This is an optimization exercise on Yosys and OpenROAD, whose aim is small area, a short achievable clock period and few clock cycles per item, not a production implementation. Function was checked by simulation only, so behaviour that the tests miss may differ from the original.

// pid_heading_speed_controller
module pid_heading_speed_controller
(
    input  logic                 clk,
    input  logic                 rst_n,
    input  logic                 cfg_we,
    input  logic [phsc_pkg::CFG_IDX_W-1:0] cfg_index,
    input  logic [phsc_pkg::DATA_W-1:0]    cfg_data,
    input  logic                 s_axis_tvalid,
    output logic                 s_axis_tready,
    input  logic [2*phsc_pkg::DATA_W-1:0]  s_axis_tdata,    
    output logic                 m_axis_tvalid,
    input  logic                 m_axis_tready,
    output logic [2*phsc_pkg::DATA_W-1:0]  m_axis_tdata     
);
    logic signed [31:0] i_gain_reg;
    logic [30:0]        head_thr_reg, dist_thr_reg;
    logic [15:0] kp_one, kp_two, kp_neg;
    logic [15:0] kd_one, kd_two, kd_neg;
    logic [15:0] kf_one, kf_two, kf_neg;
    logic [15:0] rt_one, rt_two, rt_neg;
    logic [8:0]  dt_one, dt_two, dt_neg;
    logic [15:0] w_one, w_two, w_neg;      
    logic [15:0] wr_one, wr_two, wr_neg;   
    logic [8:0]  wt_one, wt_two, wt_neg;   
    phsc_benc #(.BW(32)) u_enc_w  (.b(cfg_data),                .one(w_one),  .two(w_two),  .neg(w_neg));
    phsc_benc #(.BW(32)) u_enc_wr (.b({1'b0, cfg_data[30:0]}),  .one(wr_one), .two(wr_two), .neg(wr_neg));
  ...
Size in the first run: ~18,000 cells after synthesis, roughly 1,500 flip-flops, ~170 I/O pins, ~180,000 um2 of cells after synthesis.
clock: 11.0 ns
lec_check: 0
cap_margin: 20
core_margin: 2
core_utilization: 40
cts_cluster_diameter: 100
cts_cluster_size: 24
place_density: 0.6
slew_margin: 20
standard.sh (not shown) runs the stock make flow with config.mk's settings and CLKGATE_MAP_FILE= SYNTH_SCRIPT=/design/flow/synth_recipe.tcl, a recipe that flattens the netlist after the stock synthesis.
==> flow/flow/run.sh <==
#!/bin/bash
# standard layout, with timing repair aiming below the clock period (setup margin in ns)
set -euo pipefail
MARGIN=$(cat flow/margin.txt)
bash standard.sh SETUP_SLACK_MARGIN=$MARGIN finish > flow_make.log 2>&1
==> flow/flow/margin.txt <==
6.5
Testbench counts at the start, summed over its fixed seeds: cycles 4,856, items 4,800.
Rerun with:
--- a/flow/design.v
+++ b/flow/design.v
@@ -3294,50 +3294,48 @@
     begin
         if (adv)
         begin
             diff2 <= diff1;
             h2    <= h1;
             d2    <= d1;
             upd2  <= turn1 || far1;
             fz2   <= turn1;
         end
     end
-    logic signed [33:0] x2;
-    logic signed [18:0] xc2;
-    assign x2 = hdt_hi;
-    always_comb
-    begin
-        if (x2 > 34'sd131072)
-            xc2 = 19'sd131072;
-        else if (x2 < -34'sd131072)
-            xc2 = -19'sd131072;
-        else
-            xc2 = x2[18:0];
-    end
     logic [63:0] dr_s2, dr_c2;     
     logic [47:0] dr_hi;
     phsc_csae_32x32 u_dr (.a(diff2), .one(rt_one), .two(rt_two), .neg(rt_neg), .s(dr_s2), .c(dr_c2));
     phsc_csreg2 #(.PW(64)) r_dr (.clk(clk), .en(adv), .s(dr_s2), .c(dr_c2), .p_hi(dr_hi));
-    logic signed [18:0] xc3;
+    logic signed [33:0] x3;            
     logic signed [31:0] h3, d3;
     logic               upd3, fz3;
     always_ff @(posedge clk)
     begin
         if (adv)
         begin
-            xc3  <= xc2;
+            x3   <= hdt_hi;
             h3   <= h2;
             d3   <= d2;
             upd3 <= upd2;
             fz3  <= fz2;
         end
     end
+    logic signed [18:0] xc3;
+    always_comb
+    begin
+        if (x3 > 34'sd131072)
+            xc3 = 19'sd131072;
+        else if (x3 < -34'sd131072)
+            xc3 = -19'sd131072;
+        else
+            xc3 = x3[18:0];
+    end
     logic signed [17:0] integral_reg;
     logic signed [19:0] int_sum;
     logic signed [17:0] int_new;
     assign int_sum = {{2{integral_reg[17]}}, integral_reg} + {xc3[18], xc3};
     always_comb
     begin
         if (int_sum > 20'sd65536)
             int_new = 18'sd65536;
         else if (int_sum < -20'sd65536)
             int_new = -18'sd65536;
- cell count climbs by 0.80%
- routed wire length rises by 1.4%
- design area rises by 1.4%
- clock-buffer cell count goes up by 7
- register-to-register slack gets better by 0.02 ns
- setup slack gains 0.023 ns
- critical path depth grows by 5
- maximum frequency rose by 0.49%
- via count goes up by 0.62%
Testbench counts after the change, summed over its fixed seeds: cycles 4,856, items 4,800.

[what the ideal ports hide]
The results above use ideal ports. As a check the final layouts listed here were re-extracted and re-timed, cells and wires unchanged. Step 1: set_driving_cell puts a clkbuf_16 on clk and a buf_2 on each other input, an assumption about the parent block. Step 2 also shifts input and output timing later by t, the mid clock arrival at the registers, as if the neighbouring blocks saw the same clock. a / b / c = ideal ports / drivers / drivers and shift; a / b = the first two.
run | t, ns | setup slack, ns | hold WS [ns]
the first run | 1.050 | 6.275 / 6.275 / 5.961 | 0.359 / 0.359 / 0.359
the second run | 1.048 | 6.298 / 6.298 / 5.709 | 0.350 / 0.350 / 0.350
After both steps setup and hold are still met in every run listed. For the second run, which loses most, drivers alone change the setup slack by 0.000 ns; drivers and shift together by -0.589 ns.
